This design comes from an exercise in tuning for small area on the open sky130 flow, not from production work.
No activity file was given, so power comes from the tool's default toggle rates.

==> 05-16: inputs <==
Design resample_interp, start of the top module:
module resample_interp #(
    parameter int SYM_WIDTH = 1,
    parameter int INT_WIDTH = 1,
    parameter int DEC_WIDTH = 14,
    parameter int MU_WIDTH  = 8,
    parameter int DEPTH     = 8,
    parameter int CNT_WIDTH = 16,
    localparam int DW = SYM_WIDTH + INT_WIDTH + DEC_WIDTH,
    localparam int LW = $clog2(DEPTH) + 1
) (
    input  logic                 clk,
    input  logic                 rst,
    input  logic                 flush,
    input  logic                 in_valid,
    input  logic [DW-1:0]        in_i,
    input  logic [DW-1:0]        in_q,
    input  logic                 mk,
    input  logic [MU_WIDTH-1:0]  mu,
    input  logic                 mode,
    input  logic                 out_ready,
    output logic                 out_valid,
    output logic [DW-1:0]        out_i,
    output logic [DW-1:0]        out_q,
    output logic [LW-1:0]        fifo_level,
    output logic                 overflow,
    output logic [CNT_WIDTH-1:0] sym_cnt
);
    localparam int AW = $clog2(DEPTH);
    localparam logic [DW-1:0] SGN = DW'(1) << (DW - 1);
    logic                 strobe;
    logic                 x_zero;
    logic [DW-1:0]        x_i, x_q;
    logic                 s1_valid, s2_valid, s3_valid;
    logic [DW-1:0]        s1_a_i, s1_a_q;
    logic [MU_WIDTH-1:0]  s1_mu;
    logic [DW-1:0]        s2_y_i, s2_y_q, s3_y_i, s3_y_q;
    logic [DW-1:0]        y_i, y_q;
    logic [DW-1:0]        mem_i [DEPTH];
    logic [DW-1:0]        mem_q [DEPTH];
    logic [AW-1:0]        wr_ptr, rd_ptr;
    logic                 full, pop, wr_ok;
    assign strobe = in_valid && mk;
    always_ff @(posedge clk or posedge rst) begin
        if (rst) begin
            x_zero   <= 1'b1;
            s1_valid <= 1'b0;
            s2_valid <= 1'b0;
            s3_valid <= 1'b0;
        end else if (flush) begin
  ...
Settings: LEC_CHECK=0, CAP_MARGIN=20, CORE_MARGIN=2, CORE_UTILIZATION=65, PLACE_DENSITY=0.75, SLEW_MARGIN=20, SYNTH_HIERARCHICAL=1, SYNTH_MINIMUM_KEEP_SIZE=0; clock period 6.0 ns.
standard.sh (not shown) runs the stock make flow with config.mk's settings and CLKGATE_MAP_FILE= SYNTH_SCRIPT=/design/flow/synth_recipe.tcl, a recipe that flattens the netlist after the stock synthesis.
==> flow/flow/run.sh <==
#!/bin/bash
# Layout flow: the standard ORFS flow (standard.sh, synthesis unchanged)
# with two changes to the layout steps:
#   * port buffers use the smallest buffer (buf_1) instead of the resizer's
#     default choice; every input and output port still gets a buffer;
#   * clock tree synthesis runs without dummy loads and builds the tree from
#     clkbuf_8 cells with sink clusters of at most 20 flip-flops.
# Each tool's full output is in orfs/logs/ (one log per step); make's own
# output goes to flow_make.log in the work folder.
set -euo pipefail
export BUFFER_PORTS_ARGS="-buffer_cell sky130_fd_sc_hd__buf_1"
export CTS_ARGS="-sink_clustering_enable -repair_clock_nets -dont_use_dummy_load -buf_list sky130_fd_sc_hd__clkbuf_8 -sink_clustering_size 20 -sink_clustering_max_diameter 50"
bash standard.sh > flow_make.log 2>&1
==> 03-10: changes against 05-16 <==
--- a/flow/design.v
+++ b/flow/design.v
@@ -1120,13 +1120,12 @@
     assign arq_318 = arq_249 ^ arq_301;
     assign arq_319 = arq_251 ^ arq_302;
     assign arq_320 = arq_253 ^ arq_303;
     assign arq_321 = arq_255 ^ arq_304;
     assign arq_322 = 1'b0 ^ arq_305;
     assign y_q = {arq_322, arq_321, arq_320, arq_319, arq_318, arq_317, arq_316, arq_315, arq_314, arq_313, arq_312, arq_311, arq_310, arq_309, arq_308, arq_307};
-    assign wr_ptr    = rd_ptr + fifo_level[AW-1:0];
     assign full      = fifo_level == LW'(DEPTH);
     assign out_valid = fifo_level != '0;
     assign pop       = out_valid && out_ready;
     assign wr_ok     = s3_valid && (!full || pop);
     always_comb begin
         out_i = '0;
@@ -1143,23 +1142,26 @@
             mem_i[wr_ptr] <= s3_y_i;
             mem_q[wr_ptr] <= s3_y_q;
         end
     end
     always_ff @(posedge clk or posedge rst) begin
         if (rst) begin
+            wr_ptr     <= '0;
             rd_ptr     <= '0;
             fifo_level <= '0;
             overflow   <= 1'b0;
             sym_cnt    <= '0;
         end else if (flush) begin
+            wr_ptr     <= '0;
             rd_ptr     <= '0;
             fifo_level <= '0;
             overflow   <= 1'b0;
             sym_cnt    <= '0;
         end else begin
             if (wr_ok) begin
+                wr_ptr  <= wr_ptr + AW'(1);
                 sym_cnt <= sym_cnt + CNT_WIDTH'(1);
             end
             if (pop) begin
                 rd_ptr <= rd_ptr + AW'(1);
             end
             case ({wr_ok, pop})
@@ -1181,31 +1183,13 @@
     assign co = (a & b) | (c & (a ^ b));
 endmodule
 module ri_maj (
     input  logic a, b, c,
     output logic co
 );
-    assign co = (a & b) | (a & c) | (b & c);
-endmodule
-module ri_ao (
-    input  logic gh, ph, gl,
-    output logic g
-);
-    assign g = gh | (ph & gl);
-endmodule
-module ri_and (
-    input  logic a, b,
-    output logic y
-);
-    assign y = a & b;
-endmodule
-module ri_xor (
-    input  logic a, b,
-    output logic y
-);
-    assign y = a ^ b;
+    assign co = (a & b) | (c & (a ^ b));
 endmodule
 module ri_ha (
     input  logic a, b,
     output logic s, co
 );
     assign s  = a ^ b;
==> flow/flow/run.sh (replaced) <==
#!/bin/bash
# Layout flow: the standard ORFS flow (standard.sh, unchanged synthesis)
# with two changes to the layout steps:
#   * port buffers use the smallest buffer (buf_1) instead of the resizer's
#     default choice; every input and output port still gets a buffer;
#   * clock tree synthesis runs without dummy loads, with the same clustering
#     settings as config.mk.
# Each tool's full output is in orfs/logs/ (one log per step); make's own
# output goes to flow_make.log in the work folder.
set -euo pipefail
export BUFFER_PORTS_ARGS="-buffer_cell sky130_fd_sc_hd__buf_1"
export CTS_ARGS="-sink_clustering_enable -repair_clock_nets -dont_use_dummy_load -buf_list sky130_fd_sc_hd__clkbuf_8 -sink_clustering_size 20 -sink_clustering_max_diameter 50"
bash standard.sh > flow_make.log 2>&1
- CORE_UTILIZATION: 65 -> 55
- PLACE_DENSITY: 0.75 -> 0.65
==> qor summary <==
Outcome: 05-16 complete, no violations; 03-10 complete, no violations
Synthesized-area fraction occupied by and/or/nand/nor cells: 05-16 4.82%; 03-10 4.74%
Fraction of post-synthesis cell area in the top cell type by area: 05-16 38.3%; 03-10 38.0%
Global Route met2 Usage: 05-16 45.2%; 03-10 38.6%
Worst Setup EP: 05-16 s2_y_q[14]$_DFF_P_; 03-10 s2_y_i[15]$_DFF_P_
Reported clock group power: 05-16 0.00139 W; 03-10 0.00141 W
Sequential share of power: 05-16 37.7%; 03-10 36.4%
Total wire length after detailed routing: 05-16 48600 um; 03-10 50900 um
Number of nets in the synthesized netlist: 05-16 1827; 03-10 1852
Share of synthesized area occupied by flip-flops and latches: 05-16 50.6%; 03-10 50.5%
Area fraction in compound gates after synthesis: 05-16 6.83%; 03-10 7.02%
Synthesized instance count: 05-16 1518; 03-10 1530
Gate power share: 05-16 51.9%; 03-10 51.8%
Slew at the pin closest to its max-slew limit: 05-16 1.01 ns; 03-10 1.03 ns
Clock insertion delay at the later pin of the skew report: 05-16 0.60 ns; 03-10 0.62 ns
Clock period minus worst slack: 05-16 5.52 ns; 03-10 5.55 ns
RePlAce Congestion: 05-16 0.878; 03-10 0.880
Delay of the slowest critical-path stage: 05-16 0.64 ns; 03-10 0.71 ns
Summed area of non-filler cells in the final layout: 05-16 24000 um^2; 03-10 24200 um^2
Function was not checked in any run of this note: the RTL went through the layout flow alone.

[static timing again, ports no longer ideal]
Ports are ideal in the flow. The routed layouts listed here were re-timed in OpenROAD. Step 1 assumes that a clkbuf_16 drives the clock port and a buf_2 every other input. Step 2 moves the port delays by t, midway between the first and last clock arrival at a register: inputs arrive t later, outputs are due t later. That takes back most of the time a late clock gives input paths. Slacks: ideal / step 1 / step 2; pairs: ideal / step 1.
run	t, ns	slack for setup (ns)	clock arrival spread, ns	slew at the worst register clock pin (ns)	pins driven straight from the clock port
05-16	0.608	0.483 / 0.483 / 0.483	0.105 / 0.106	0.11 / 0.11	1
03-10	0.631	0.449 / 0.449 / 0.449	0.087 / 0.087	0.11 / 0.11	1
After both steps setup and hold are still met in every run listed.
